From an optimization exercise on the open Yosys and OpenROAD flow, aimed at a short achievable clock period and few clock cycles; shortcuts taken in it are not production practice.
Function was checked by simulation only, so behaviour that the tests miss may differ from the original.
Power and IR drop assume default switching activity.

==> inputs of 04-08 <==
==> flow/design.v (excerpt) <==
module tlv_tag_table_extractor #(
   parameter int MAX_TAGS    = 32,
   parameter int STORE_BYTES = 1024
) (
   input  logic        clock,
   input  logic        reset,
   input  logic        req_valid,
   output logic        req_ready,
   input  logic        req_command,
   input  logic [4:0]  req_tag_slot,
   input  logic [23:0] req_tag_bytes,
   input  logic [7:0]  req_data_byte,
   input  logic        req_last_byte,
   output logic        rsp_valid,
   input  logic        rsp_ready,
   output logic [4:0]  rsp_tag_index,
   output logic [7:0]  rsp_value_byte,
   output logic        rsp_value_valid,
   output logic        rsp_value_end,
   output logic [9:0]  rsp_store_offset,
   output logic        rsp_message_done,
   output logic [2:0]  rsp_status,
   input  logic        csr_wr_en,
   input  logic [5:0]  csr_wr_data
);
   localparam int NT = 32;    
   localparam int W  = 14;    
   localparam int QD = 4;     
   localparam int RW = 29;    
   localparam logic [2:0] PH_SCAN  = 3'd0;
   localparam logic [2:0] PH_BER1  = 3'd1;
   localparam logic [2:0] PH_BERN  = 3'd2;
   localparam logic [2:0] PH_ALEN  = 3'd3;
   localparam logic [2:0] PH_VALUE = 3'd4;
   localparam logic [2:0] PH_LCHK  = 3'd5;
  ...
==> flow/config.mk <==
export PLATFORM = sky130hd
export DESIGN_NAME = tlv_tag_table_extractor
export DESIGN_NICKNAME = tlv_tag_table_extractor
export VERILOG_FILES = /design/flow/design.v
export SDC_FILE = /design/flow/constraint.sdc
export NUM_CORES = 4
export LEC_CHECK = 0
export CAP_MARGIN = 40
export CORE_MARGIN = 2
export CORE_UTILIZATION = 30
export SLEW_MARGIN = 20
export TNS_END_PERCENT = 100
==> flow/constraint.sdc <==
create_clock -name core_clock -period 10.0 [get_ports {clock}]
set_input_delay 2.0000 -clock core_clock [delete_from_list [all_inputs] [get_ports {clock}]]
set_output_delay 2.0000 -clock core_clock [all_outputs]
set_load 0.01 [all_outputs]
standard.sh (not shown) runs the stock make flow with config.mk's settings and CLKGATE_MAP_FILE= SYNTH_SCRIPT=/design/flow/synth_recipe.tcl, a recipe that flattens the netlist after the stock synthesis.
==> flow/flow/run.sh <==
#!/bin/bash
# Layout flow: the standard ORFS flow (standard synthesis, placement, CTS,
# routing) at the design's clock period and constraints. Only the repair
# settings differ: timing repair aims for a larger setup slack, and the
# post-route antenna repair may iterate more often.
# make's full output goes to flow_make.log in this folder; each ORFS step
# keeps its own log under orfs/logs/.
set -euo pipefail
bash standard.sh SETUP_SLACK_MARGIN=6.5 MAX_REPAIR_ANTENNAS_ITER_DRT=10 finish > flow_make.log 2>&1
==> inputs of 02-09, as changes to 04-08 <==
--- a/flow/design.v
+++ b/flow/design.v
@@ -17,22 +17,20 @@
    output logic        is_hex,
    output logic        is_two,
    output logic [5:0]  match
 );
    logic [23:0] tag_ff;
    logic        hex_ff;
    logic        two_ff;
    always_ff @(posedge clock) begin
-      if (load_en) begin
-         tag_ff <= load_tag;
-         hex_ff <= (load_tag[23:16] == 8'hFF);
-         two_ff <= (load_tag[23:16] != 8'hFF) && (load_tag[20:16] == 5'h1F);
-      end
+      if (load_en) tag_ff <= load_tag;
    end
+   assign hex_ff = (tag_ff[23:16] == 8'hFF);
+   assign two_ff = (tag_ff[23:16] != 8'hFF) && (tag_ff[20:16] == 5'h1F);
    assign is_hex = hex_ff;
    assign is_two = two_ff;
    always_comb begin
       for (int k = 0; k < 6; k++) begin
          match[k] = hex_ok && (hex_val == tag_ff[23-4*k -: 4]);
       end
       if (!hex_ff) begin
          match[0] = (byte_in == tag_ff[23:16]);
@@ -62,17 +60,17 @@
    output logic        rsp_value_end,
    output logic [9:0]  rsp_store_offset,
    output logic        rsp_message_done,
    output logic [2:0]  rsp_status,
    input  logic        csr_wr_en,
    input  logic [5:0]  csr_wr_data
 );
    localparam int NT = 32;    
-   localparam int W  = 14;    
+   localparam int W  = 12;    
    localparam int QD = 4;     
    localparam int RW = 29;    
    localparam logic [2:0] PH_SCAN  = 3'd0;
    localparam logic [2:0] PH_BER1  = 3'd1;
    localparam logic [2:0] PH_BERN  = 3'd2;
    localparam logic [2:0] PH_ALEN  = 3'd3;
    localparam logic [2:0] PH_VALUE = 3'd4;
    localparam logic [2:0] PH_LCHK  = 3'd5;
@@ -134,72 +132,73 @@
          .is_hex  (t_hex[i]),
          .is_two  (t_two[i]),
          .match   (t_match[6*i +: 6])
       );
    end
    logic          e_v;
    logic [7:0]    e_byte;
    logic          e_last;
-   logic [NT-1:0] e_hex;
-   logic [NT-1:0] e_two;
+   logic [NT-1:0] e_s1;       
+   logic [NT-1:0] e_s0;       
    logic [NT-1:0] e_m [6];    
    always_ff @(posedge clock) begin
       if (reset) e_v <= 1'b0;
       else e_v <= i_v && i_cmd == ttx_pkg::CMD_BYTE;
       e_byte <= i_byte;
       e_last <= i_last;
-      e_hex  <= t_hex;
-      e_two  <= t_two;
+      for (int i = 0; i < NT; i++) begin
+         e_s1[i] <= t_match[6*i] && (t_hex[i] || t_two[i]);
+         e_s0[i] <= t_match[6*i] && !t_two[i];
+      end
       for (int k = 0; k < 6; k++)
          for (int i = 0; i < NT; i++) e_m[k][i] <= t_match[6*i+k];
    end
-   localparam int EW = 3*NT + 16;    
+   localparam int EW = 2*NT + 16;    
    logic [W-1:0]  w_v;
    logic [7:0]    w_b   [W];
    logic [W-1:0]  w_l;
-   logic [NT-1:0] w_c   [W];    
-   logic [NT-1:0] w_h   [W];    
-   logic [NT-1:0] w_t   [W];
+   logic [NT-1:0] w_s1  [W];    
+   logic [NT-1:0] w_s0  [W];    
    logic [4:0]    w_n   [W];    
    logic [W-1:0]  w_cl;         
    logic [W-1:0]  tp;           
    logic [W-1:0]  hp;           
    logic [4:0]    cnt;
    logic          adv;          
    logic [EW-1:0] u [W];
    always_comb begin
       for (int j = 0; j < W; j++) begin
          logic upd;
          logic [NT-1:0] sel;
-         logic [NT-1:0] c;
          logic [4:0]    n;
          upd = e_v && !w_cl[j] && !w_n[j][4];
          sel = e_m[1];
          if (w_n[j][0]) sel = e_m[2];
          if (w_n[j][1]) sel = e_m[3];
          if (w_n[j][2]) sel = e_m[4];
          if (w_n[j][3]) sel = e_m[5];
-         c = upd ? (w_c[j] & sel) : w_c[j];
+         if (!upd) sel = '1;
          n = upd ? {w_n[j][3:0], 1'b1} : w_n[j];
          if (e_v && tp[j])
-            u[j] = {e_m[0], e_hex, e_two, 5'd0, e_last, e_last, e_byte, 1'b1};
+            u[j] = {e_s1, e_s0, 5'd0, e_last, e_last, e_byte, 1'b1};
          else
-            u[j] = {c, w_h[j], w_t[j], n, w_cl[j] | (e_v & e_last), w_l[j], w_b[j], w_v[j]};
+            u[j] = {w_s1[j] & sel, w_s0[j] & sel, n, w_cl[j] | (e_v & e_last), w_l[j], w_b[j],
+                    w_v[j]};
       end
    end
    logic [W-1:0]  hp1;
    logic [W-1:0]  hp2;
    logic [EW-1:0] m_h2;
    assign hp1 = {hp[W-2:0], hp[W-1]};
    assign hp2 = {hp1[W-2:0], hp1[W-1]};
    always_comb begin
       m_h2 = '0;
       for (int j = 0; j < W; j++)
-         m_h2 = m_h2 | ({EW{hp2[j]}} & {w_c[j], w_h[j], w_t[j], w_n[j], w_cl[j], w_l[j], w_b[j],
+         m_h2 = m_h2 | ({EW{hp2[j]}} & {w_s1[j], w_s0[j], w_n[j], w_cl[j], w_l[j], w_b[j],
                                         w_v[j]});
    end
    logic [EW-1:0] u_h0;
    logic [EW-1:0] u_h1;
    logic [EW-1:0] u_h2;
    logic [EW-1:0] h0;
    logic [EW-1:0] h1;
    logic          ins_h [3];
@@ -208,37 +207,37 @@
    assign ins_h[0] = e_v && |(tp & hp);
    assign ins_h[1] = e_v && |(tp & hp1);
    assign ins_h[2] = e_v && |(tp & hp2);
    assign src_h[0] = h0;
    assign src_h[1] = h1;
    assign src_h[2] = m_h2;
    always_comb begin
       for (int x = 0; x < 3; x++) begin
-         logic [NT-1:0] c;
-         logic [NT-1:0] h;
-         logic [NT-1:0] t;
+         logic [NT-1:0] s1;
+         logic [NT-1:0] s0;
          logic [4:0]    n;
          logic          cl;
          logic          l;
          logic [7:0]    bb;
          logic          v;
          logic          up;
          logic [NT-1:0] sel;
-         {c, h, t, n, cl, l, bb, v} = src_h[x];
+         {s1, s0, n, cl, l, bb, v} = src_h[x];
          up = e_v && !cl && !n[4];
          sel = e_m[1];
          if (n[0]) sel = e_m[2];
          if (n[1]) sel = e_m[3];
          if (n[2]) sel = e_m[4];
          if (n[3]) sel = e_m[5];
+         if (!up) sel = '1;
          if (ins_h[x])
-            dst_h[x] = {e_m[0], e_hex, e_two, 5'd0, e_last, e_last, e_byte, 1'b1};
+            dst_h[x] = {e_s1, e_s0, 5'd0, e_last, e_last, e_byte, 1'b1};
          else
-            dst_h[x] = {up ? (c & sel) : c, h, t, up ? {n[3:0], 1'b1} : n, cl | (e_v & e_last),
+            dst_h[x] = {s1 & sel, s0 & sel, up ? {n[3:0], 1'b1} : n, cl | (e_v & e_last),
                         l, bb, v};
       end
    end
    assign u_h0 = dst_h[0];
    assign u_h1 = dst_h[1];
    assign u_h2 = dst_h[2];
    always_ff @(posedge clock) begin
       if (reset) begin
@@ -248,17 +247,17 @@
          hp  <= W'(1);
       end else begin
          for (int j = 0; j < W; j++) w_v[j] <= u[j][0] && !(adv && hp[j]);
          cnt <= cnt - 5'(adv) + 5'(e_v);
          if (e_v) tp <= {tp[W-2:0], tp[W-1]};
          if (adv) hp <= hp1;
       end
       for (int j = 0; j < W; j++) begin
-         {w_c[j], w_h[j], w_t[j], w_n[j], w_cl[j], w_l[j], w_b[j]} <= u[j][EW-1:1];
+         {w_s1[j], w_s0[j], w_n[j], w_cl[j], w_l[j], w_b[j]} <= u[j][EW-1:1];
       end
    end
    always_ff @(posedge clock) begin
       if (reset) begin
          h0 <= '0;
          h1 <= '0;
       end else if (adv) begin
          h0 <= u_h1;
@@ -272,29 +271,32 @@
    logic          p_none [2];
    logic          p_hex  [2];
    logic          p_two  [2];
    logic [4:0]    p_slot [2];
    logic [NT-1:0] p_win  [2];
    always_comb begin
       for (int s = 0; s < 2; s++) begin
          logic [EW-1:0] e;
-         logic [NT-1:0] ec;
+         logic [NT-1:0] es1;
+         logic [NT-1:0] es0;
          logic [NT-1:0] eh;
          logic [NT-1:0] et;
          logic [4:0]    en;
          logic          ecl;
          logic [NT-1:0] cmp;
          logic [NT-1:0] nf;
          logic [NT-1:0] pre;
          e = (s == 0) ? h0 : h1;
-         {ec, eh, et, en, ecl} = e[EW-1:10];
+         {es1, es0, en, ecl} = e[EW-1:10];
+         eh = es1 & es0;
+         et = es1 & ~es0;
          for (int i = 0; i < NT; i++)
             cmp[i] = eh[i] ? en[4] : (et[i] ? en[0] : 1'b1);
-         nf = active & ec & (ecl ? cmp : {NT{1'b1}});
+         nf = active & (es1 | es0) & (ecl ? cmp : {NT{1'b1}});
          pre = {nf[NT-2:0], 1'b0};
          for (int d = 1; d < NT; d = d * 2) pre = pre | (pre << d);
          p_win[s]  = nf & ~pre;
          p_none[s] = ~|nf;
          p_pend[s] = |(p_win[s] & ~cmp);
          p_hex[s]  = |(p_win[s] & eh);
          p_two[s]  = |(p_win[s] & et);
          for (int b = 0; b < 5; b++) begin
@@ -327,16 +329,18 @@
    logic [6:0]    kc;
    logic [15:0]   rem;
    logic [10:0]   off;
    logic [10:0]   rr;        
    logic [4:0]    slot;
    logic [NT-1:0] seen;
    logic          first;
    logic          pend_end;
+   logic          ovf_r;     
+   logic          zl_r;      
    logic [2:0]    n_ph;
    logic [2:0]    n_skip;
    logic [15:0]   n_acc;
    logic [6:0]    n_kc;
    logic [15:0]   n_rem;
    logic [10:0]   n_off;
    logic [10:0]   n_rr;
    logic [4:0]    n_slot;
@@ -356,45 +360,70 @@
    endfunction
    logic [7:0]  b0;
    logic        l0;
    logic        v0;
    logic        ovf;
    logic        zlen;
    logic        rem1;
    logic        seen_hit;
-   logic [15:0] alen_v;
+   logic [15:0] alen_1;
+   logic [15:0] alen_2;
+   logic [15:0] alen_3;
+   logic [8:0]  alen_lo;
+   logic [7:0]  alen_h0;
+   logic [7:0]  alen_h1;
+   logic        alen_gt0;
+   logic        alen_gt1;
+   logic        alen_ovf;
+   logic        alen_zl;
+   logic [15:0] ber_n;
+   logic        n_ovf;
+   logic        n_zl;
    logic [2:0]  ph_a;
    logic        clr;
    logic [2:0]  st_a;
    assign b0 = h0[8:1];
    assign l0 = h0[9];
    assign v0 = h0[0];
    always_comb begin
-      ovf      = (rem[15:11] != 5'd0) || (rem[10:0] > rr);
-      zlen     = (rem == 16'd0);
+      ovf      = ovf_r;
+      zlen     = zl_r;
       rem1     = (rem == 16'd1);
       seen_hit = |(d_win & seen);
-      alen_v   = (acc << 3) + (acc << 1) + {8'd0, b0} - 16'h30;
+      alen_1   = ({8'd0, b0} << 6) + ({8'd0, b0} << 5) + ({8'd0, b0} << 2) - 16'd5328;
+      alen_2   = acc + ({8'd0, b0} << 3) + ({8'd0, b0} << 1);
+      alen_lo  = {1'b0, acc[7:0]} + {1'b0, b0};
+      alen_h0  = acc[15:8];
+      alen_h1  = acc[15:8] + 8'd1;
+      alen_3   = {alen_lo[8] ? alen_h1 : alen_h0, alen_lo[7:0]};
+      alen_gt0 = (alen_h0[7:3] != 5'd0) || ({alen_h0[2:0], alen_lo[7:0]} > rr);
+      alen_gt1 = (alen_h1[7:3] != 5'd0) || ({alen_h1[2:0], alen_lo[7:0]} > rr);
+      alen_ovf = alen_lo[8] ? alen_gt1 : alen_gt0;
+      alen_zl  = (alen_lo[7:0] == 8'd0) && (alen_lo[8] ? (alen_h1 == 8'd0) : (alen_h0 == 8'd0));
+      ber_n    = {acc[7:0], b0};
    end
    logic        d_rdy;
    logic [2:0]  eph;         
+   logic        goes_lchk;   
    assign d_rdy = d_ok && !d_pend;
    always_comb begin
       n_ph       = ph;
       n_skip     = skip;
       n_acc      = acc;
       n_kc       = kc;
       n_rem      = rem;
       n_off      = off;
       n_rr       = rr;
       n_slot     = slot;
       n_seen     = seen;
       n_first    = first;
       n_pend_end = pend_end;
+      n_ovf      = ovf_r;
+      n_zl       = zl_r;
       pa         = 1'b0;
       pb         = 1'b0;
       ra         = '0;
       rb         = '0;
       clr        = 1'b0;
       st_a       = ttx_pkg::STAT_OK;
       if (ph == PH_LCHK)
          adv = room && v0 && !pend_end && d_rdy;
@@ -449,39 +478,48 @@
                               n_skip = d_two ? 3'd1 : 3'd0;
                            end
                         end
                      end
                   end
                   PH_BER1: begin
                      if (!b0[7]) begin
                         n_rem = {8'd0, b0};
+                        n_ovf = ({3'd0, b0} > rr);
+                        n_zl  = (b0 == 8'd0);
                         ph_a = PH_LCHK;
                      end else if (b0[6:0] == 7'd0) begin
                         n_rem = '0;
+                        n_ovf = 1'b0;
+                        n_zl  = 1'b1;
                         ph_a = PH_LCHK;
                      end else begin
                         n_kc = b0[6:0];
                         n_acc = '0;
                         ph_a = PH_BERN;
                      end
                   end
                   PH_BERN: begin
-                     n_acc = {acc[7:0], b0};
+                     n_acc = ber_n;
                      n_kc = kc - 7'd1;
                      if (kc == 7'd1) begin
-                        n_rem = {acc[7:0], b0};
+                        n_rem = ber_n;
+                        n_ovf = (ber_n[15:11] != 5'd0) || (ber_n[10:0] > rr);
+                        n_zl  = (ber_n == 16'd0);
                         ph_a = PH_LCHK;
                      end
                   end
                   PH_ALEN: begin
-                     n_acc = alen_v;
                      n_kc = kc - 7'd1;
+                     if (kc == 7'd3) n_acc = alen_1;
+                     else n_acc = alen_2;
                      if (kc == 7'd1) begin
-                        n_rem = alen_v;
+                        n_rem = alen_3;
+                        n_ovf = alen_ovf;
+                        n_zl  = alen_zl;
                         ph_a = PH_LCHK;
                      end
                   end
                   PH_VALUE: begin
                      pa = 1'b1;
                      ra = mk_res(slot, b0, 1'b1, rem1, off[9:0], 1'b0, '0);
                      n_off = off + 11'd1;
                      n_rr = rr - 11'd1;
@@ -505,16 +543,22 @@
                else begin
                   pb = 1'b1;
                   rb = mk_res('0, '0, 1'b0, 1'b0, '0, 1'b1, st_a);
                   clr = 1'b1;
                end
             end
          end
       end
+      goes_lchk = (skip == 3'd0) && !(first && l0) &&
+                  ((eph == PH_BER1 && (!b0[7] || b0[6:0] == 7'd0)) ||
+                   ((eph == PH_BERN || eph == PH_ALEN) && kc == 7'd1));
+      pa = (room && ph == PH_LCHK && zlen) ||
+           (adv && eph == PH_VALUE && skip == 3'd0 && !(first && l0));
+      pb = (room && ph == PH_LCHK && pend_end) || (adv && l0 && !goes_lchk);
       if (clr) begin
          n_ph       = PH_SCAN;
          n_skip     = '0;
          n_acc      = '0;
          n_kc       = '0;
          n_rem      = '0;
          n_off      = '0;
          n_rr       = 11'(STORE_BYTES);
@@ -532,51 +576,57 @@
          kc       <= '0;
          rem      <= '0;
          off      <= '0;
          rr       <= 11'(STORE_BYTES);
          slot     <= '0;
          seen     <= '0;
          first    <= 1'b1;
          pend_end <= 1'b0;
+         ovf_r    <= 1'b0;
+         zl_r     <= 1'b1;
       end else begin
          ph       <= n_ph;
          skip     <= n_skip;
          acc      <= n_acc;
          kc       <= n_kc;
          rem      <= n_rem;
          off      <= n_off;
          rr       <= n_rr;
          slot     <= n_slot;
          seen     <= n_seen;
          first    <= n_first;
          pend_end <= n_pend_end;
+         ovf_r    <= n_ovf;
+         zl_r     <= n_zl;
       end
    end
    always_ff @(posedge clock) begin
       if (reset) rdy <= 1'b0;
       else rdy <= (5'(cnt) + 5'(e_v) + 5'(i_v) + 5'(rdy) + 5'd1) <= 5'(W);
    end
    logic [RW-1:0] q [QD];
    logic [QD-1:0] q_wp;      
    logic [QD-1:0] q_rp;      
    logic [QD-1:0] q_t;       
    logic          o_v;
    logic [RW-1:0] o_r;
    logic          o_ld;
    logic          q_pop;
    logic [QD-1:0] q_wp1;
    logic [RW-1:0] q_head;
+   logic [RW-1:0] o_diff;
    assign q_wp1 = {q_wp[QD-2:0], q_wp[QD-1]};
    assign room  = !q_t[QD-2];
    assign o_ld  = !o_v || rsp_ready;
    assign q_pop = o_ld && q_t[0];
    always_comb begin
       q_head = '0;
       for (int k = 0; k < QD; k++) q_head = q_head | ({RW{q_rp[k]}} & q[k]);
+      o_diff = q_pop ? (q_head ^ o_r) : '0;
    end
    always_ff @(posedge clock) begin
       if (reset) begin
          q_wp <= QD'(1);
          q_rp <= QD'(1);
          q_t  <= '0;
          o_v  <= 1'b0;
       end else begin
@@ -590,14 +640,15 @@
             default: q_t <= q_t;
          endcase
          if (o_ld) o_v <= q_t[0];
       end
       for (int k = 0; k < QD; k++) begin
          if (pa && q_wp[k]) q[k] <= ra;
          else if (pb && (pa ? q_wp1[k] : q_wp[k])) q[k] <= rb;
       end
-      if (q_pop) o_r <= q_head;
+      if (reset) o_r <= '0;
+      else o_r <= o_r ^ o_diff;
    end
    assign rsp_valid = o_v;
    assign {rsp_tag_index, rsp_value_byte, rsp_value_valid, rsp_value_end, rsp_store_offset,
            rsp_message_done, rsp_status} = o_r;
 endmodule
==> run notes <==
quantity                                                                        02-09                    04-08
Number of non-filler instances in the completed layout                         21,208                   22,833
Most common cell after layout, fill and taps aside                            nand2_1                 edfxtp_1
Multi-input logic portion of the cell area                                      44.2%                    35.1%
Utilization after layout                                                        34.8%                    34.9%
Number of buffers added for setup after CTS                                        37                       61
Result of the run                                             complete, no violations  complete, no violations
Final-stage net count                                                          15,207                   15,422
Per-instance average area after synthesis                                  8.71 sq um               10.3 sq um
Post-detailed-placement cell area                                       143,000 sq um            172,000 sq um
Die height                                                                     671 um                   738 um
Adder-cell share of the synthesized area                                        1.14%                   0.615%
Maximum number of pins on one net before global-route repair                      116                      163
Number of standard-cell rows in the floorplan                                     245                      269
Xor and xnor area share after synthesis                                         7.76%                    6.45%
Leakage power                                                                 54.7 nW                  62.4 nW
Synth cell types                                                                  100                       89
Worst Skew                                                                  0.0862 ns                 0.105 ns
GR Util met2                                                                    38.4%                    36.0%
Power per Cell Area                                                       147 nW/um^2              159 nW/um^2
Arrival @ worst endpoint                                                      4.32 ns                  4.61 ns
Critical path peak fanout                                                          42                       32
Detail Route met3 WL                                                        86,100 um               113,000 um
Cell Area, Synth                                                        134,000 sq um            162,000 sq um
Count of cells resized by post-cts repair                                         274                      306
Testbench counts of 04-08, summed over its fixed seeds: cycles 104,713.
Testbench counts of 02-09, summed over its fixed seeds: cycles 104,722.

static timing again, ports no longer ideal:
The results above use ideal ports. As a check the final layouts listed here were re-extracted and re-timed, cells and wires unchanged.
Step 1 (the two cells are an assumption about what drives the block):
set clk [get_ports {clock}]
set_driving_cell -lib_cell sky130_fd_sc_hd__clkbuf_16 $clk
set_driving_cell -lib_cell sky130_fd_sc_hd__buf_2 [delete_from_list [all_inputs] $clk]
Step 2 times the ports against the registers' clock, not the clock port: input delays grow and output delays shrink by t, the midpoint of the rising clock arrivals with the driver on.
a / b / c = ideal ports / drivers / drivers and shift; a / b = the first two.
run | shift t [ns] | setup WS [ns] | worst setup path after step 2 | worst data-port slew with drivers (ns) | pins driven straight from the clock port
04-08 | 1.114 | 6.297 / 6.193 / 5.657 | input to register | 0.34 | 1
02-09 | 0.995 | 6.402 / 6.402 / 5.643 | input to register | 0.16 | 1
After both steps setup and hold are still met in every run listed. For 02-09, which loses most, drivers alone change the setup slack by 0.000 ns; drivers and shift together by -0.759 ns.
